Context: an optimization exercise on an open-source flow, tuned for small area, a short achievable clock period and few clock cycles per item. The choices shown serve that exercise and are no tape-out recipe. Function was not checked in any run shown here: the RTL went through the layout flow alone.

==> flow/design.v (outline; a module is shown in full before it is edited, if it fits) <==
// module idct_1d_serial: 2584 lines
// module idct_add: 9 lines
// module idct_pix: 26 lines
module idct_1d_serial #(
    parameter int OFFSET = 0
) (
    input  logic        clk,
    input  logic        rst,
    input  logic [95:0] coef_in,
    input  logic        in_valid,
    output logic        in_ready,
    output logic [63:0] pix_out,
    output logic        out_valid,
    input  logic        out_ready
);
  // ...
==> flow/flow/run.sh <==
#!/bin/bash
# Standard ORFS layout with one extra step between synthesis and floorplan:
# fixinv.py cancels the inverters that Yosys's adder extraction leaves between full-adder
# cells (a full adder is self-dual, so flipping its polarity is a pure rewiring).
# flow/make_vars.txt, if present, lists extra ORFS make variables (one per line), e.g. the
# setup slack margin repair_timing aims for.  Every tool's output goes to its own log file.
set -euo pipefail
WORK=$(pwd)
RES=$WORK/orfs/results/${FLOW_PLATFORM}/idct_1d_serial/base
EXTRA=()
if [[ -f flow/make_vars.txt ]]; then
  while IFS= read -r line; do
    [[ -n "$line" ]] && EXTRA+=("$line")
  done < flow/make_vars.txt
fi
bash standard.sh ${EXTRA[@]+"${EXTRA[@]}"} "$RES/1_2_yosys.v" > "$WORK/synth.log" 2>&1
cp "$RES/1_2_yosys.v" "$WORK/1_2_yosys.orig.v"
python3 flow/fixinv.py "$WORK/1_2_yosys.orig.v" "$RES/1_2_yosys.v" > "$WORK/fixinv.log" 2>&1
bash standard.sh ${EXTRA[@]+"${EXTRA[@]}"} finish > "$WORK/layout.log" 2>&1
==> flow/flow/fixinv.py <==
#!/usr/bin/env python3
"""Cancel inverters around full-adder cells in a Yosys gate netlist.

A full adder is self-dual: FA(~a,~b,~c) = (~sum, ~cout).  Yosys's extract_fa picks
polarities cell by cell, which leaves inverters between adders.  This pass flips adders
(connects the complements of their inputs and complements their outputs) whenever that
lowers the number of inverters, then writes the netlist back.  The logic is unchanged.
usage: fixinv.py in.v out.v
"""
import re
import sys

OUTPINS = {'X', 'Y', 'Q', 'Q_N', 'SUM', 'COUT', 'HI', 'LO'}
INV = 'sky130_fd_sc_hd__inv_1'


def is_inv(t):
    return re.fullmatch(r'sky130_fd_sc_hd__(clk)?inv_\d+', t) is not None


def is_fa(t):
    return re.fullmatch(r'sky130_fd_sc_hd__fa_\d+', t) is not None


def main(src, dst):
    text = open(src).read()
    m = re.search(r'^(module .*?;\n)(.*?)^endmodule', text, re.S | re.M)
    head_mod, body = m.group(1), m.group(2)
    pre, post = text[:m.start()], text[m.end():]
    cell_re = re.compile(r'^  (sky130_fd_sc_hd__\w+) (\S+) \((.*?)\);\n', re.S | re.M)
    decls = []
    cells = {}
    order = []
    pos = 0
    for cm in cell_re.finditer(body):
        decls.append(body[pos:cm.start()])
        pos = cm.end()
        typ, name, pins = cm.group(1), cm.group(2), cm.group(3)
        pm = {}
        for p, n in re.findall(r'\.(\w+)\(((?:[^()])*)\)', pins):
            pm[p] = n.strip()
        cells[name] = [typ, pm]
        order.append(name)
    rest = body[pos:]
    if rest.strip():
        # assigns or other statements: keep them, but treat their nets as fixed
        pass
    declstr = ''.join(decls)
    outports = set()
    for om in re.finditer(r'^\s*output\s+(\[(\d+):(\d+)\]\s+)?(\S+?)\s*;', head_mod + declstr, re.M):
        if om.group(1):
            hi, lo = int(om.group(2)), int(om.group(3))
            for i in range(min(hi, lo), max(hi, lo) + 1):
                outports.add(f"{om.group(4)}[{i}]")
        else:
            outports.add(om.group(4))
    fixed = set(re.findall(r'[\\\w$\[\]\.]+', rest)) if rest.strip() else set()

    drv = {}
    loads = {}

    def add_load(n, c, p):
        loads.setdefault(n, set()).add((c, p))

    for c in order:
        typ, pm = cells[c]
        for p, n in pm.items():
            if p in OUTPINS:
                drv[n] = (c, p)
            else:
                add_load(n, c, p)
    for n in outports:
        add_load(n, '$PORT', n)

    cnt = [0]

    def newnet():
        cnt[0] += 1
        return f"_fixinv_{cnt[0]}_"

    def newinv(a):
        cnt[0] += 1
        c = f"_fixinvc_{cnt[0]}_"
        y = newnet()
        cells[c] = [INV, {'A': a, 'Y': y}]
        order.append(c)
        drv[y] = (c, 'Y')
        add_load(a, c, 'A')
        return c, y

    def inv_driver(n):
        d = drv.get(n)
        if d and d[0] in cells and is_inv(cells[d[0]][0]):
            return d[0]
        return None

    def inv_load(n):
        for c, p in loads.get(n, ()):
            if c != '$PORT' and c in cells and is_inv(cells[c][0]):
                return c
        return None

    def connect(c, p, n):
        old = cells[c][1][p]
        loads[old].discard((c, p))
        cells[c][1][p] = n
        add_load(n, c, p)

    def remove_cell(c):
        typ, pm = cells.pop(c)
        for p, n in pm.items():
            if p in OUTPINS:
                drv.pop(n, None)
            else:
                loads[n].discard((c, p))

    def gain(f):
        """inverters saved by flipping f (estimate)"""
        typ, pm = cells[f]
        g = 0
        for p in ('A', 'B', 'CIN'):
            n = pm[p]
            I = inv_driver(n)
            if I is not None:
                if len(loads[n]) == 1 and cells[I][1]['Y'] not in outports:
                    g += 1
            elif inv_load(n) is None:
                g -= 1
        for p in ('SUM', 'COUT'):
            o = pm[p]
            ls = loads.get(o, set())
            invs = [c for c, q in ls if c != '$PORT' and is_inv(cells[c][0])
                    and cells[c][1]['Y'] not in outports and cells[c][1]['Y'] not in fixed]
            others = len(ls) - len(invs)
            g += len(invs)
            if others:
                g -= 1
        return g

    def flip(f):
        typ, pm = cells[f]
        for p in ('A', 'B', 'CIN'):
            n = pm[p]
            I = inv_driver(n)
            if I is not None:
                connect(f, p, cells[I][1]['A'])
                if not loads[n] and n not in outports:
                    remove_cell(I)
            else:
                J = inv_load(n)
                y = cells[J][1]['Y'] if J else newinv(n)[1]
                connect(f, p, y)
        for p in ('SUM', 'COUT'):
            o = pm[p]
            o2 = newnet()
            drv.pop(o, None)
            cells[f][1][p] = o2
            drv[o2] = (f, p)
            ls = list(loads.get(o, set()))
            for c, q in ls:
                if c != '$PORT' and is_inv(cells[c][0]):
                    y = cells[c][1]['Y']
                    if y in outports or y in fixed:
                        continue
                    for c2, q2 in list(loads.get(y, set())):
                        connect(c2, q2, o2)
                    remove_cell(c)
            if loads.get(o):
                # remaining loads need the old polarity: o = ~o2
                cnt[0] += 1
                c = f"_fixinvc_{cnt[0]}_"
                cells[c] = [INV, {'A': o2, 'Y': o}]
                order.append(c)
                drv[o] = (c, 'Y')
                add_load(o2, c, 'A')

    def ninv():
        return sum(1 for c in cells if is_inv(cells[c][0]))

    before = ninv()
    fas = [c for c in order if is_fa(cells[c][0])]
    for it in range(20):
        changed = 0
        for f in fas:
            if gain(f) > 0:
                k0 = ninv()
                flip(f)
                changed += 1
        if not changed:
            break
    # half adders whose outputs are only used inverted, or whose inputs both come from
    # inverters, become two plain gates that absorb those inverters
    AREA = {'xor2': 8.7584, 'xnor2': 8.7584, 'and2': 6.256, 'nand2': 3.7536,
            'nor2': 3.7536, 'or2': 6.256}
    OUTPIN = {'xor2': 'X', 'xnor2': 'Y', 'and2': 'X', 'nand2': 'Y', 'nor2': 'Y', 'or2': 'X'}
    INVERSE = {'xor2': 'xnor2', 'xnor2': 'xor2', 'and2': 'nand2', 'nand2': 'and2',
               'nor2': 'or2', 'or2': 'nor2'}
    nha = 0
    has = [c for c in order if c in cells and re.fullmatch(r'sky130_fd_sc_hd__ha_1', cells[c][0])]
    for h in has:
        pm = cells[h][1]
        na, nb, ns, nc = pm['A'], pm['B'], pm['SUM'], pm['COUT']
        Ia, Ib = inv_driver(na), inv_driver(nb)
        use_src = Ia is not None and Ib is not None and Ia != Ib
        if use_src:
            ia, ib = cells[Ia][1]['A'], cells[Ib][1]['A']
            sfun, cfun = 'xor2', 'nor2'
        else:
            ia, ib = na, nb
            sfun, cfun = 'xor2', 'and2'
        plan = []
        saved = 12.512
        for net, fun in ((ns, sfun), (nc, cfun)):
            ls = loads.get(net, set())
            invs = [c for c, q in ls if c != '$PORT' and is_inv(cells[c][0])
                    and cells[c][1]['Y'] not in outports and cells[c][1]['Y'] not in fixed]
            if ls and len(invs) == len(ls):
                plan.append((net, INVERSE[fun], invs))
                saved += 3.7536 * len(invs)
                saved -= AREA[INVERSE[fun]]
            else:
                plan.append((net, fun, []))
                saved -= AREA[fun]
        if use_src:
            for I, n in ((Ia, na), (Ib, nb)):
                if len(loads[n]) == 1 and cells[I][1]['Y'] not in outports:
                    saved += 3.7536
        if saved <= 0.01:
            continue
        remove_cell(h)
        for net, fun, invs in plan:
            cnt[0] += 1
            c = f"_fixinvc_{cnt[0]}_"
            if invs:
                out = cells[invs[0]][1]['Y']
                for I in invs:
                    y = cells[I][1]['Y']
                    remove_cell(I)
                    if y != out:
                        for c2, q2 in list(loads.get(y, set())):
                            connect(c2, q2, out)
            else:
                out = net
            cells[c] = ['sky130_fd_sc_hd__' + fun + '_1', {'A': ia, 'B': ib, OUTPIN[fun]: out}]
            order.append(c)
            drv[out] = (c, OUTPIN[fun])
            add_load(ia, c, 'A')
            add_load(ib, c, 'B')
        if use_src:
            for I, n in ((Ia, na), (Ib, nb)):
                if I in cells and not loads.get(n) and n not in outports:
                    remove_cell(I)
        nha += 1
    print(f"fixinv: half adders split into gates: {nha}", file=sys.stderr)

    # merge inverters that share an input
    byin = {}
    for c in list(order):
        if c in cells and is_inv(cells[c][0]):
            a, y = cells[c][1]['A'], cells[c][1]['Y']
            if y in outports or y in fixed:
                continue
            if a in byin:
                keep = byin[a]
                ky = cells[keep][1]['Y']
                for c2, q2 in list(loads.get(y, set())):
                    connect(c2, q2, ky)
                remove_cell(c)
            else:
                byin[a] = c
    # drop inverters with no loads
    for c in list(order):
        if c in cells and is_inv(cells[c][0]):
            y = cells[c][1]['Y']
            if not loads.get(y) and y not in outports and y not in fixed:
                remove_cell(c)
    after = ninv()
    print(f"fixinv: inverters {before} -> {after}", file=sys.stderr)

    newnets = set()
    for c in order:
        if c in cells:
            for n in cells[c][1].values():
                if n.startswith('_fixinv_'):
                    newnets.add(n)
    out = [pre, head_mod, declstr]
    for n in sorted(newnets):
        out.append(f"  wire {n};\n")
    for c in order:
        if c not in cells:
            continue
        typ, pm = cells[c]
        pins = ',\n'.join(f"    .{p}({n}{' ' if n.startswith(chr(92)) else ''})" for p, n in pm.items())
        out.append(f"  {typ} {c} (\n{pins}\n  );\n")
    out.append(rest)
    out.append('endmodule')
    out.append(post)
    open(dst, 'w').write(''.join(out))


if __name__ == '__main__':
    main(sys.argv[1], sys.argv[2])
==> flow/flow/make_vars.txt <==
SETUP_SLACK_MARGIN=6.3
BUFFER_PORTS_ARGS=-buffer_cell sky130_fd_sc_hd__buf_1
==> flow/standard.sh <==
#!/bin/bash
# synth_recipe.tcl (not shown) runs the flow's synth.tcl, then flattens the netlist and writes it again
# the make line also repeats each setting of config.mk as NAME=value (left out here)
make -C /OpenROAD-flow-scripts/flow DESIGN_CONFIG=/design/flow/config.mk WORK_HOME=/design/flow/orfs CLKGATE_MAP_FILE= SYNTH_SCRIPT=/design/flow/synth_recipe.tcl "${@:-finish}"
==> flow/config.mk <==
export PLATFORM = sky130hd
export DESIGN_NAME = idct_1d_serial
export DESIGN_NICKNAME = idct_1d_serial
export VERILOG_FILES = /design/flow/design.v
export SDC_FILE = /design/flow/constraint.sdc
export NUM_CORES = 4
export LEC_CHECK = 0
export ABC_CLOCK_PERIOD_IN_PS = 3000
export CAP_MARGIN = 20
export CORE_MARGIN = 2
export CORE_UTILIZATION = 40
export CTS_BUF_LIST = sky130_fd_sc_hd__clkbuf_8
export SLEW_MARGIN = 20
export SYNTH_HIERARCHICAL = 1
export SYNTH_MINIMUM_KEEP_SIZE = 0
==> flow/constraint.sdc <==
create_clock -name core_clock -period 11.0 [get_ports {clk}]
set_input_delay 2.2000 -clock core_clock [delete_from_list [all_inputs] [get_ports {clk}]]
set_output_delay 2.2000 -clock core_clock [all_outputs]
set_load 0.01 [all_outputs]
==> qor.txt, run 1 <==
Number of instances resized during post-cts repair - 27
Dominant kind of cell by area - multi-input gates
Sequential cell count - 348
Syn Inst Count - 3,631
Final setup violation count - 0
Area delta synth->final - 13.57%
Crit path capture - eo1_q[10]
Kind of end point of the critical path - register
Status - no timing/DRC/antenna violations
Count of plain and timing-repair buffers - 359
Most crowded layer after global routing - met2
Signal buf overhead - 4.780%
Count of pins over their slew limit - 0
Relative slew slack - 31.09%
Clock input transition at the sequential cells of the worst setup and hold paths - 0.06 ns
Placer congestion estimate - 0.9517
Worst endpoint data arrival time - 5.19 ns
Most prevalent standard cell on the critical path - fa_1
Comb_multi_in - 2,832
Class of the most critical setup path - reg2reg
Launching element type of the critical path - register
Peak fanout along the critical path - 4
Die span in y - 320.9 um
Post-Route Hold Slack - 0.3856 ns
Final clock period utilization by the worst path - 42.77%
Count of inverters other than clock inverters in the layout - 405
Deepest clock path buffer count - 3
Routed wire length - 108.4 mm
Average routed wire per standard cell - 20.24 um
Post-DR vias/cell - 5.326
Critical path's largest stage delay - 0.58 ns
Number of placed cells counting well taps - 5,054
Global-route met3 utilization - 3.929%
Number of flip-flops in the largest register - 64
Commonest non-fill, non-tap cells in the layout - 522 x fa_1, 411 x ha_1, 401 x inv_1
Final worst path period need - 4.705 ns
Filler-free cell count of the finished design - 5,358
Worst r2r dst - eo1_q[10]
Start of the worst register-to-register path - d_q[6]
Worst hold start - v_q[1]
Proportion of layout cells with a drive suffix above 1 - 10.45%
==> run 2: changes to the inputs <==
--- a/flow/design.v
+++ b/flow/design.v
@@ -1492,17 +1492,17 @@
     assign fs171 = fc138 ^ fs139 ^ fs111;
     assign fc172 = (fc138 & fs139) | (fc138 & fs111) | (fs139 & fs111);
     assign fs173 = fc140 ^ fs141 ^ x6m3_q[12];
     assign fc174 = (fc140 & fs141) | (fc140 & x6m3_q[12]) | (fs141 & x6m3_q[12]);
     assign fs175 = fc142 ^ fs143 ^ x2_q[10];
     assign fc176 = (fc142 & fs143) | (fc142 & x2_q[10]) | (fs143 & x2_q[10]);
     assign fs177 = ~x2_q[11] ^ fc144 ^ s_q[12];
     assign fc178 = (~x2_q[11] & fc144) | (~x2_q[11] & s_q[12]) | (fc144 & s_q[12]);
-    assign e179 = {1'b1, fc178, fc176, fc174, fc172, fc170, fc168, fc166, ~fc164, ~fc162, ~fc160, fc158, fc156, fc154, ~fc152, fc150, fc148, hc146, ~x2_q[0], x2_q[0]} + {1'b0, ~s_q[12], fs177, fs175, fs173, fs171, fs169, fs167, fs165, ~fs163, ~fs161, ~fs159, fs157, fs155, fs153, ~fs151, fs149, fs147, ~hs145, s_q[0]};
+    idct_add #(.W(20)) u_add1 (.a({1'b1, fc178, fc176, fc174, fc172, fc170, fc168, fc166, ~fc164, ~fc162, ~fc160, fc158, fc156, fc154, ~fc152, fc150, fc148, hc146, ~x2_q[0], x2_q[0]}), .b({1'b0, ~s_q[12], fs177, fs175, fs173, fs171, fs169, fs167, fs165, ~fs163, ~fs161, ~fs159, fs157, fs155, fs153, ~fs151, fs149, fs147, ~hs145, s_q[0]}), .s(e179));
     assign hs180 = d_q[5] ^ d_q[3];
     assign hc181 = d_q[5] & d_q[3];
     assign fs182 = ~x6_q[0] ^ d_q[6] ^ d_q[4];
     assign fc183 = (~x6_q[0] & d_q[6]) | (~x6_q[0] & d_q[4]) | (d_q[6] & d_q[4]);
     assign hs184 = d_q[3] ^ d_q[1];
     assign hc185 = d_q[3] & d_q[1];
     assign fs186 = x6_q[1] ^ d_q[7];
     assign fc187 = ~x6_q[1] | d_q[7];
@@ -1645,17 +1645,17 @@
     assign fs324 = fc293 ^ fs294 ^ ~fs266;
     assign fc325 = (fc293 & fs294) | (fc293 & ~fs266) | (fs294 & ~fs266);
     assign fs326 = fc295 ^ fs296 ^ ~x2m3_q[12];
     assign fc327 = (fc295 & fs296) | (fc295 & ~x2m3_q[12]) | (fs296 & ~x2m3_q[12]);
     assign fs328 = fc297 ^ fs298 ^ ~d_q[11];
     assign fc329 = (fc297 & fs298) | (fc297 & ~d_q[11]) | (fs298 & ~d_q[11]);
     assign fs330 = ~fc299 ^ d_q[12] ^ x6_q[11];
     assign fc331 = (~fc299 & d_q[12]) | (~fc299 & x6_q[11]) | (d_q[12] & x6_q[11]);
-    assign e332 = {1'b1, fc331, ~fc329, ~fc327, ~fc325, fc323, fc321, fc319, fc317, fc315, fc313, fc311, fc309, fc307, fc305, fc303, hc301, hs300, d_q[1], d_q[0]} + {1'b0, ~d_q[12], fs330, ~fs328, ~fs326, ~fs324, fs322, fs320, fs318, fs316, fs314, fs312, fs310, fs308, fs306, fs304, fs302, x6_q[0], x6_q[1], x6_q[0]};
+    idct_add #(.W(20)) u_add2 (.a({1'b1, fc331, ~fc329, ~fc327, ~fc325, fc323, fc321, fc319, fc317, fc315, fc313, fc311, fc309, fc307, fc305, fc303, hc301, hs300, d_q[1], d_q[0]}), .b({1'b0, ~d_q[12], fs330, ~fs328, ~fs326, ~fs324, fs322, fs320, fs318, fs316, fs314, fs312, fs310, fs308, fs306, fs304, fs302, x6_q[0], x6_q[1], x6_q[0]}), .s(e332));
     assign hs333 = x2m3_q[1] ^ x6_q[4];
     assign hc334 = x2m3_q[1] | x6_q[4];
     assign fs335 = x2m3_q[2] ^ x6_q[5] ^ x6_q[3];
     assign fc336 = (x2m3_q[2] & x6_q[5]) | (x2m3_q[2] & x6_q[3]) | (x6_q[5] & x6_q[3]);
     assign fs337 = x2m3_q[3] ^ x6_q[6];
     assign fc338 = x2m3_q[3] & x6_q[6];
     assign fs339 = ~x6_q[4] ^ d_q[6] ^ d_q[4];
     assign fc340 = (~x6_q[4] & d_q[6]) | (~x6_q[4] & d_q[4]) | (d_q[6] & d_q[4]);
@@ -1796,17 +1796,17 @@
     assign fs475 = fc442 ^ fs443 ^ fs415;
     assign fc476 = (fc442 & fs443) | (fc442 & fs415) | (fs443 & fs415);
     assign fs477 = ~fs445 ^ fc444 ^ x6_q[9];
     assign fc478 = (~fs445 & fc444) | (~fs445 & x6_q[9]) | (fc444 & x6_q[9]);
     assign fs479 = ~fc446 ^ fs447 ^ x6_q[10];
     assign fc480 = (~fc446 & fs447) | (~fc446 & x6_q[10]) | (fs447 & x6_q[10]);
     assign fs481 = ~x6_q[11] ^ fc448 ^ d_q[12];
     assign fc482 = (~x6_q[11] & fc448) | (~x6_q[11] & d_q[12]) | (fc448 & d_q[12]);
-    assign e483 = {1'b1, fc482, fc480, fc478, fc476, fc474, ~fc472, ~fc470, ~fc468, ~fc466, ~fc464, ~fc462, ~fc460, ~fc458, ~fc456, fc454, fc452, hc450, ~x6_q[0], x6_q[0]} + {1'b0, ~d_q[12], fs481, fs479, fs477, fs475, fs473, ~fs471, ~fs469, ~fs467, ~fs465, ~fs463, ~fs461, ~fs459, ~fs457, ~fs455, fs453, fs451, ~hs449, d_q[0]};
+    idct_add #(.W(20)) u_add3 (.a({1'b1, fc482, fc480, fc478, fc476, fc474, ~fc472, ~fc470, ~fc468, ~fc466, ~fc464, ~fc462, ~fc460, ~fc458, ~fc456, fc454, fc452, hc450, ~x6_q[0], x6_q[0]}), .b({1'b0, ~d_q[12], fs481, fs479, fs477, fs475, fs473, ~fs471, ~fs469, ~fs467, ~fs465, ~fs463, ~fs461, ~fs459, ~fs457, ~fs455, fs453, fs451, ~hs449, d_q[0]}), .s(e483));
     assign hs484 = x6m3_q[1] ^ s_q[4];
     assign hc485 = ~x6m3_q[1] & s_q[4];
     assign fs486 = ~x6m3_q[2] ^ s_q[5] ^ s_q[3];
     assign fc487 = (~x6m3_q[2] & s_q[5]) | (~x6m3_q[2] & s_q[3]) | (s_q[5] & s_q[3]);
     assign fs488 = x2_q[0] ^ x6m3_q[3] ^ ~s_q[6];
     assign fc489 = (x2_q[0] & x6m3_q[3]) | (x2_q[0] & ~s_q[6]) | (x6m3_q[3] & ~s_q[6]);
     assign hs490 = s_q[4] ^ s_q[3];
     assign hc491 = s_q[4] & s_q[3];
@@ -1951,17 +1951,17 @@
     assign fs630 = fc599 ^ fs600 ^ ~fs572;
     assign fc631 = (fc599 & fs600) | (fc599 & ~fs572) | (fs600 & ~fs572);
     assign fs632 = fc601 ^ fs602 ^ ~s_q[10];
     assign fc633 = (fc601 & fs602) | (fc601 & ~s_q[10]) | (fs602 & ~s_q[10]);
     assign fs634 = fc603 ^ fs604 ^ ~x6m3_q[13];
     assign fc635 = (fc603 & fs604) | (fc603 & ~x6m3_q[13]) | (fs604 & ~x6m3_q[13]);
     assign fs636 = ~fc605 ^ s_q[12] ^ x2_q[11];
     assign fc637 = (~fc605 & s_q[12]) | (~fc605 & x2_q[11]) | (s_q[12] & x2_q[11]);
-    assign e638 = {1'b1, fc637, ~fc635, ~fc633, ~fc631, ~fc629, ~fc627, ~fc625, ~fc623, ~fc621, fc619, fc617, fc615, fc613, fc611, fc609, hc607, hs606, s_q[1], s_q[0]} + {1'b0, ~s_q[12], fs636, ~fs634, ~fs632, ~fs630, ~fs628, ~fs626, ~fs624, ~fs622, ~fs620, fs618, fs616, fs614, fs612, fs610, fs608, x2_q[0], x2_q[1], x2_q[0]};
+    idct_add #(.W(20)) u_add4 (.a({1'b1, fc637, ~fc635, ~fc633, ~fc631, ~fc629, ~fc627, ~fc625, ~fc623, ~fc621, fc619, fc617, fc615, fc613, fc611, fc609, hc607, hs606, s_q[1], s_q[0]}), .b({1'b0, ~s_q[12], fs636, ~fs634, ~fs632, ~fs630, ~fs628, ~fs626, ~fs624, ~fs622, ~fs620, fs618, fs616, fs614, fs612, fs610, fs608, x2_q[0], x2_q[1], x2_q[0]}), .s(e638));
     assign hs639 = x1_q[5] ^ x3_q[5];
     assign hc640 = ~x1_q[5] & x3_q[5];
     assign fs641 = ~x1_q[6] ^ x1_q[0] ^ x3_q[6];
     assign fc642 = (~x1_q[6] & x1_q[0]) | (~x1_q[6] & x3_q[6]) | (x1_q[0] & x3_q[6]);
     assign hs643 = x3_q[4] ^ x3m3_q[2];
     assign hc644 = x3_q[4] & x3m3_q[2];
     assign fs645 = ~x1_q[7] ^ x1_q[1] ^ x3_q[7];
     assign fc646 = (~x1_q[7] & x1_q[1]) | (~x1_q[7] & x3_q[7]) | (x1_q[1] & x3_q[7]);
@@ -2100,17 +2100,17 @@
     assign fs779 = fc746 ^ fs747 ^ fs719;
     assign fc780 = (fc746 & fs747) | (fc746 & fs719) | (fs747 & fs719);
     assign fs781 = fc748 ^ fs749 ^ x5_q[10];
     assign fc782 = (fc748 & fs749) | (fc748 & x5_q[10]) | (fs749 & x5_q[10]);
     assign fs783 = fc750 ^ fs751 ^ x3m3_q[12];
     assign fc784 = (fc750 & fs751) | (fc750 & x3m3_q[12]) | (fs751 & x3m3_q[12]);
     assign fs785 = ~x3m3_q[13] ^ fc752 ^ x1_q[11];
     assign fc786 = (~x3m3_q[13] & fc752) | (~x3m3_q[13] & x1_q[11]) | (fc752 & x1_q[11]);
-    idct_add #(.W(20)) u_add1 (.a({1'b1, fc786, fc784, fc782, fc780, fc778, fc776, fc774, fc772, fc770, fc768, fc766, fc764, fc762, fc760, fc758, fc756, hc754, ~x1_q[0], x1_q[0]}), .b({1'b0, ~x1_q[11], fs785, fs783, fs781, fs779, fs777, fs775, fs773, fs771, fs769, fs767, fs765, fs763, fs761, fs759, fs757, fs755, ~hs753, x3_q[0]}), .s(o787));
+    idct_add #(.W(20)) u_add5 (.a({1'b1, fc786, fc784, fc782, fc780, fc778, fc776, fc774, fc772, fc770, fc768, fc766, fc764, fc762, fc760, fc758, fc756, hc754, ~x1_q[0], x1_q[0]}), .b({1'b0, ~x1_q[11], fs785, fs783, fs781, fs779, fs777, fs775, fs773, fs771, fs769, fs767, fs765, fs763, fs761, fs759, fs757, fs755, ~hs753, x3_q[0]}), .s(o787));
     assign fs788 = x3m3_q[3] ^ x7_q[3];
     assign fc789 = x3m3_q[3] & x7_q[3];
     assign fs790 = x3m3_q[4] ^ x5_q[0];
     assign fc791 = x3m3_q[4] & x5_q[0];
     assign fs792 = x7_q[4] ^ x7_q[1] ^ ~x1_q[6];
     assign fc793 = (x7_q[4] & x7_q[1]) | (x7_q[4] & ~x1_q[6]) | (x7_q[1] & ~x1_q[6]);
     assign fs794 = x3m3_q[5] ^ x5_q[1] ^ x7_q[5];
     assign fc795 = (x3m3_q[5] & x5_q[1]) | (x3m3_q[5] & x7_q[5]) | (x5_q[1] & x7_q[5]);
@@ -2249,17 +2249,17 @@
     assign fs928 = fc897 ^ fs898 ^ ~fc867;
     assign fc929 = (fc897 & fs898) | (fc897 & ~fc867) | (fs898 & ~fc867);
     assign fs930 = fc899 ^ fs900 ^ ~x3m3_q[13];
     assign fc931 = (fc899 & fs900) | (fc899 & ~x3m3_q[13]) | (fs900 & ~x3m3_q[13]);
     assign fs932 = fc901 ^ fs902 ^ ~x7_q[11];
     assign fc933 = (fc901 & fs902) | (fc901 & ~x7_q[11]) | (fs902 & ~x7_q[11]);
     assign fs934 = ~fc903 ^ x1m3_q[13] ^ x5_q[11];
     assign fc935 = (~fc903 & x1m3_q[13]) | (~fc903 & x5_q[11]) | (x1m3_q[13] & x5_q[11]);
-    idct_add #(.W(20)) u_add2 (.a({1'b1, fc935, ~fc933, ~fc931, ~fc929, ~fc927, ~fc925, ~fc923, ~fc921, ~fc919, ~fc917, ~fc915, ~fc913, ~fc911, ~fc909, fc907, hc905, hs904, x1_q[1], x1_q[0]}), .b({1'b0, ~x1m3_q[13], fs934, ~fs932, ~fs930, ~fs928, ~fs926, ~fs924, ~fs922, ~fs920, ~fs918, ~fs916, ~fs914, ~fs912, ~fs910, ~fs908, fs906, x5_q[2], x5_q[1], x5_q[0]}), .s(o936));
+    idct_add #(.W(20)) u_add6 (.a({1'b1, fc935, ~fc933, ~fc931, ~fc929, ~fc927, ~fc925, ~fc923, ~fc921, ~fc919, ~fc917, ~fc915, ~fc913, ~fc911, ~fc909, fc907, hc905, hs904, x1_q[1], x1_q[0]}), .b({1'b0, ~x1m3_q[13], fs934, ~fs932, ~fs930, ~fs928, ~fs926, ~fs924, ~fs922, ~fs920, ~fs918, ~fs916, ~fs914, ~fs912, ~fs910, ~fs908, fs906, x5_q[2], x5_q[1], x5_q[0]}), .s(o936));
     assign hs937 = x1_q[3] ^ x1_q[0];
     assign hc938 = x1_q[3] & x1_q[0];
     assign fs939 = x3_q[0] ^ x1_q[4];
     assign fc940 = ~x3_q[0] | x1_q[4];
     assign fs941 = x1_q[1] ^ x3_q[6] ^ x5m3_q[4];
     assign fc942 = (x1_q[1] & x3_q[6]) | (x1_q[1] & x5m3_q[4]) | (x3_q[6] & x5m3_q[4]);
     assign fs943 = ~x3_q[1] ^ x1_q[5] ^ x1_q[2];
     assign fc944 = (~x3_q[1] & x1_q[5]) | (~x3_q[1] & x1_q[2]) | (x1_q[5] & x1_q[2]);
@@ -2396,17 +2396,17 @@
     assign fs1075 = ~fs1045 ^ fc1044 ^ fs1017;
     assign fc1076 = (~fs1045 & fc1044) | (~fs1045 & fs1017) | (fc1044 & fs1017);
     assign fs1077 = fc1046 ^ fs1047 ^ ~x7m3_q[11];
     assign fc1078 = (fc1046 & fs1047) | (fc1046 & ~x7m3_q[11]) | (fs1047 & ~x7m3_q[11]);
     assign fs1079 = fc1048 ^ fs1049 ^ ~x7m3_q[12];
     assign fc1080 = (fc1048 & fs1049) | (fc1048 & ~x7m3_q[12]) | (fs1049 & ~x7m3_q[12]);
     assign fs1081 = ~fc1050 ^ x7m3_q[13] ^ x3_q[11];
     assign fc1082 = (~fc1050 & x7m3_q[13]) | (~fc1050 & x3_q[11]) | (x7m3_q[13] & x3_q[11]);
-    idct_add #(.W(20)) u_add3 (.a({1'b1, fc1082, ~fc1080, ~fc1078, fc1076, fc1074, fc1072, fc1070, fc1068, fc1066, fc1064, fc1062, fc1060, fc1058, fc1056, fc1054, hc1052, hs1051, x3_q[1], x3_q[0]}), .b({1'b0, ~x7m3_q[13], fs1081, ~fs1079, ~fs1077, fs1075, fs1073, fs1071, fs1069, fs1067, fs1065, fs1063, fs1061, fs1059, fs1057, fs1055, fs1053, x7_q[0], x7_q[1], x7_q[0]}), .s(o1083));
+    idct_add #(.W(20)) u_add7 (.a({1'b1, fc1082, ~fc1080, ~fc1078, fc1076, fc1074, fc1072, fc1070, fc1068, fc1066, fc1064, fc1062, fc1060, fc1058, fc1056, fc1054, hc1052, hs1051, x3_q[1], x3_q[0]}), .b({1'b0, ~x7m3_q[13], fs1081, ~fs1079, ~fs1077, fs1075, fs1073, fs1071, fs1069, fs1067, fs1065, fs1063, fs1061, fs1059, fs1057, fs1055, fs1053, x7_q[0], x7_q[1], x7_q[0]}), .s(o1083));
     assign fs1084 = x3_q[3] ^ x3_q[0];
     assign fc1085 = x3_q[3] & x3_q[0];
     assign fs1086 = x3_q[4] ^ x3_q[1];
     assign fc1087 = x3_q[4] & x3_q[1];
     assign fs1088 = ~x7_q[0] ^ x1m3_q[4] ^ x5_q[6];
     assign fc1089 = (~x7_q[0] & x1m3_q[4]) | (~x7_q[0] & x5_q[6]) | (x1m3_q[4] & x5_q[6]);
     assign fs1090 = x3_q[5] ^ x3_q[2] ^ x7_q[1];
     assign fc1091 = (x3_q[5] & x3_q[2]) | (x3_q[5] & x7_q[1]) | (x3_q[2] & x7_q[1]);
@@ -2543,17 +2543,17 @@
     assign fs1222 = fc1191 ^ fs1192 ^ ~fs1164;
     assign fc1223 = (fc1191 & fs1192) | (fc1191 & ~fs1164) | (fs1192 & ~fs1164);
     assign fs1224 = fc1193 ^ fs1194 ^ ~x5m3_q[11];
     assign fc1225 = (fc1193 & fs1194) | (fc1193 & ~x5m3_q[11]) | (fs1194 & ~x5m3_q[11]);
     assign fs1226 = fc1195 ^ fs1196 ^ ~x5m3_q[12];
     assign fc1227 = (fc1195 & fs1196) | (fc1195 & ~x5m3_q[12]) | (fs1196 & ~x5m3_q[12]);
     assign fs1228 = ~fc1197 ^ x5m3_q[13] ^ x7_q[11];
     assign fc1229 = (~fc1197 & x5m3_q[13]) | (~fc1197 & x7_q[11]) | (x5m3_q[13] & x7_q[11]);
-    idct_add #(.W(20)) u_add4 (.a({1'b1, fc1229, ~fc1227, ~fc1225, ~fc1223, ~fc1221, ~fc1219, ~fc1217, ~fc1215, ~fc1213, ~fc1211, fc1209, fc1207, fc1205, fc1203, fc1201, hc1199, hs1198, x5_q[1], x5_q[0]}), .b({1'b0, ~x5m3_q[13], fs1228, ~fs1226, ~fs1224, ~fs1222, ~fs1220, ~fs1218, ~fs1216, ~fs1214, ~fs1212, ~fs1210, fs1208, fs1206, fs1204, fs1202, fs1200, x7_q[2], x7_q[1], x7_q[0]}), .s(o1230));
+    idct_add #(.W(20)) u_add8 (.a({1'b1, fc1229, ~fc1227, ~fc1225, ~fc1223, ~fc1221, ~fc1219, ~fc1217, ~fc1215, ~fc1213, ~fc1211, fc1209, fc1207, fc1205, fc1203, fc1201, hc1199, hs1198, x5_q[1], x5_q[0]}), .b({1'b0, ~x5m3_q[13], fs1228, ~fs1226, ~fs1224, ~fs1222, ~fs1220, ~fs1218, ~fs1216, ~fs1214, ~fs1212, ~fs1210, fs1208, fs1206, fs1204, fs1202, fs1200, x7_q[2], x7_q[1], x7_q[0]}), .s(o1230));
     assign cy1231 = ({1'b0, {e179[6], e179[5], e179[4], e179[3], e179[2], e179[1], e179[0]}} + {1'b0, {o787[6], o787[5], o787[4], o787[3], o787[2], o787[1], o787[0]}}) >> 7;
     assign bw1232 = {e179[6], e179[5], e179[4], e179[3], e179[2], e179[1], e179[0]} < {o787[6], o787[5], o787[4], o787[3], o787[2], o787[1], o787[0]};
     assign cy1233 = ({1'b0, {e332[6], e332[5], e332[4], e332[3], e332[2], e332[1], e332[0]}} + {1'b0, {o936[6], o936[5], o936[4], o936[3], o936[2], o936[1], o936[0]}}) >> 7;
     assign bw1234 = {e332[6], e332[5], e332[4], e332[3], e332[2], e332[1], e332[0]} < {o936[6], o936[5], o936[4], o936[3], o936[2], o936[1], o936[0]};
     assign cy1235 = ({1'b0, {e483[6], e483[5], e483[4], e483[3], e483[2], e483[1], e483[0]}} + {1'b0, {o1083[6], o1083[5], o1083[4], o1083[3], o1083[2], o1083[1], o1083[0]}}) >> 7;
     assign bw1236 = {e483[6], e483[5], e483[4], e483[3], e483[2], e483[1], e483[0]} < {o1083[6], o1083[5], o1083[4], o1083[3], o1083[2], o1083[1], o1083[0]};
     assign cy1237 = ({1'b0, {e638[6], e638[5], e638[4], e638[3], e638[2], e638[1], e638[0]}} + {1'b0, {o1230[6], o1230[5], o1230[4], o1230[3], o1230[2], o1230[1], o1230[0]}}) >> 7;
     assign bw1238 = {e638[6], e638[5], e638[4], e638[3], e638[2], e638[1], e638[0]} < {o1230[6], o1230[5], o1230[4], o1230[3], o1230[2], o1230[1], o1230[0]};
==> run 2 against run 1 <==
Critical path depth fell by 11. First-iteration DRC count rose by 11%. Routed wire length rose by 6.8%. Utilization fell by 0.33 points. Non-clock buffer count fell by 13. Via count rose by 5.5%. Critical endpoint is now in_ready. Highest routed layer unchanged.
==> qor.txt, run 2 <==
Status - no timing/DRC/antenna violations
Number of rows created at floorplan - 117
Most common cell after layout, fill and taps aside - fa_1
Quantity of I/O buffers inserted on ports - 165
Hold path endpoint - ovn_q
Commonest non-fill, non-tap cells in the layout - 534 x fa_1, 426 x ha_1, 410 x inv_1
Routed wire length - 115.8 mm (+6.8%)
Class of the most critical setup path - in2out
Average routed wire per standard cell - 20.85 um (+3.0%)
Total number of H-tree levels - 3
Layout Nets - 5,200
Number of warnings reported in the yosys synthesis log - 7
CTS sink cnt - 348
HP Class - reg2reg
Remaining antenna violation count after routing - 0
DP HPWL - 95.14 mm
Total Neg Setup Slack - 0 ns
Final setup violation count - 0 (unchanged)
Number of flip-flops in the largest register - 64 (unchanged)
Achievable frequency - 214.1 MHz
Starting DRT DRC Count - 2,118
Crit path max-delay family - buffers and inverters
Wire length of the first global-routing pass - 177.0 mm
Global route overflow - 0
Peak fanout along the critical path - 4 (unchanged)
Count of pins over their slew limit - 0 (unchanged)
Relative slew slack - 28.47% (-2.6 points)
Worst hold start - v_q[1]
Area of the die - 105,800 um2
Deepest clock path buffer count - 3 (unchanged)
Via count - 30,119
Placeable core region - 102,000 um2
Kind of end point of the critical path - output port
Syn Inst Count - 3,767 (+3.7%)
Initial antenna violation count - 7
Worst-case register-to-register setup slack - 6.35 ns
Hold Path Cell Cnt - 1
Cts hold-fix bufs - 0
Worst Clk Skew - 0.03396 ns
Die span in y - 325.3 um (+1.4%)
Area delta synth->final - 12.09%
Largest net degree at the start of global routing - 156
Worst r2r dst - eo1_q[23]
DR DRC count - 0
Critical path's largest stage delay - 0.14 ns (-0.44 ns)
Number of global-route vias before repair - 29,830
Chip width - 325.3 um
Total global routing track utilization - 21.74%
Data required time at the worst endpoint - 8.80 ns
Final hold viol count - 0
Post-synthesis average cell area - 10.96 um2
Worst endpoint data arrival time - 2.47 ns (-2.72 ns)
Final worst path period need - 4.671 ns (-0.03333 ns)
Start of the worst register-to-register path - x7_q[6]
Worst skew pair latency - 0.69 ns
Path depth of the worst reg2reg path - 11
Cell area after synthesis - 41,290 um2
Number of buffers added by the clock tree synthesis step - 67
Slew at the pin closest to its max-slew limit - 1.073 ns
Number of max-cap violations - 0
Critical path, cell by cell - buf_2 > clkbuf_2
Clock input transition at the sequential cells of the worst setup and hold paths - 0.05 ns (about the same)
CTS tree - yes
Launching element type of the critical path - input port
Post-DR vias/cell - 5.424 (+1.8%)
I/O pins - 166
Top reg by flops - pix_q
RSZ-0062 raised after global routing - true
Placer congestion estimate - 0.9462 (-0.58%)
Buffering stage count on the worst path with inverters included - 2
Final clock period utilization by the worst path - 42.47% (-0.30 points)
Worst path slowest cell - clkbuf_2
Effective utilization at floorplan - 40.47%
Number of detailed-route iterations in the first pass - 12
Proportion of layout cells with a drive suffix above 1 - 9.476% (-0.97 points)
Clock tree root driver cell - clkbuf_8
[run 2: cell count changes in the layout (fill, tap and decap cells not counted), sizes merged, moves of 14 or more]
cell | before | now
o21a | 60 | 38
nand3 | 49 | 65
a21o | 70 | 84
xor2 | 81 | 95
nand2 | 168 | 195
a21oi | 274 | 310
a211oi | 28 | 43
[run 2: area by class of cell]
type                    instances  area, um2
clock buffers                  70      963.4
inverters                     408       1556
well taps                    1368       1712
flip-flops and latches        348      10440
clock inverters                41      330.3
diodes                          6      15.01
multi-input cells            2966      29220
repair buffers                346       2056
fillers                      9586      55750
[run 2: metrics by stage]
| stage | std cells | utilization, % | instance area, um2 | hold WS [ns] | setup slack (ns) |
|---|---|---|---|---|---|
| finish | 5553 | 45.36 | 46280 | 0.3928 | 6.329 |
| global route | 5550 | 45.35 | 46280 | 0.4023 | 6.244 |
| CTS | 5406 | 44.17 | 45070 | 0.3915 | 6.301 |
| detailed placement | 5261 | 42.61 | 43470 | 0.3839 | 5.820 |
| global placement | 5261 | 42.61 | 43470 | 0.3698 | 5.761 |
| floorplan | 3781 | - | 41360 | 0.3634 | 3.134 |
[run 2: routing by layer]
metal  GRT usage, %  part of all wire (%)  up-vias
met2          35.12                    47      876
li1               -                     -    14092
met3          3.659                   6.2      177
met4          6.602                   3.1        4
met5              0                 0.013        -
met1          29.91                    44    14970
[run 2: worst max-delay path by stage]
stage | from | to | slack [ns] | cells after the start
global placement | coef_in[38] | d_q[12] | 5.76 | 12
detailed placement | coef_in[38] | d_q[12] | 5.82 | 12
finish | out_ready | in_ready | 6.33 | 2
floorplan | out_ready | d_q[10] | 3.13 | 2
global route | s_q[5] | eo0_q[11] | 6.24 | 12
CTS | d_q[4] | eo2_q[10] | 6.30 | 10
[run 2: repair_timing]
action / 4_1_cts / 5_1_grt
gates resized for setup: 9 / 31
cloned: 0 / 0
setup endpoints to repair: 28 / 63
buffers inserted: 34 / 141
pin swaps: 0 / 4

## what the ideal ports hide
The flow's constraints put no driver on any port. The routed layouts listed below were extracted and timed again, unchanged, in two steps. Step 1 sets driving cells, clkbuf_16 on the clock port and buf_2 on the other inputs (assumed; they add their load-dependent delay and slew). Step 2 adds t to the input delays and takes it off the output delays; t is the mean of the earliest and latest rising clock arrival at the registers after step 1. Input paths then give back, and output paths get back, about the clock's delay inside the block. a / b / c = ideal ports / drivers / drivers and shift; a / b = the first two.
run | t, ns | setup slack, ns | hold slack, ns
run 1 | 0.790 | 6.295 / 6.295 / 5.882 | 0.386 / 0.386 / 0.386
run 2 | 0.733 | 6.329 / 6.308 / 5.832 | 0.393 / 0.393 / 0.393
After both steps setup and hold are still met in every run listed. The setup slack of run 2, which loses most, moves by -0.021 ns with the drivers and by -0.497 ns with both steps.
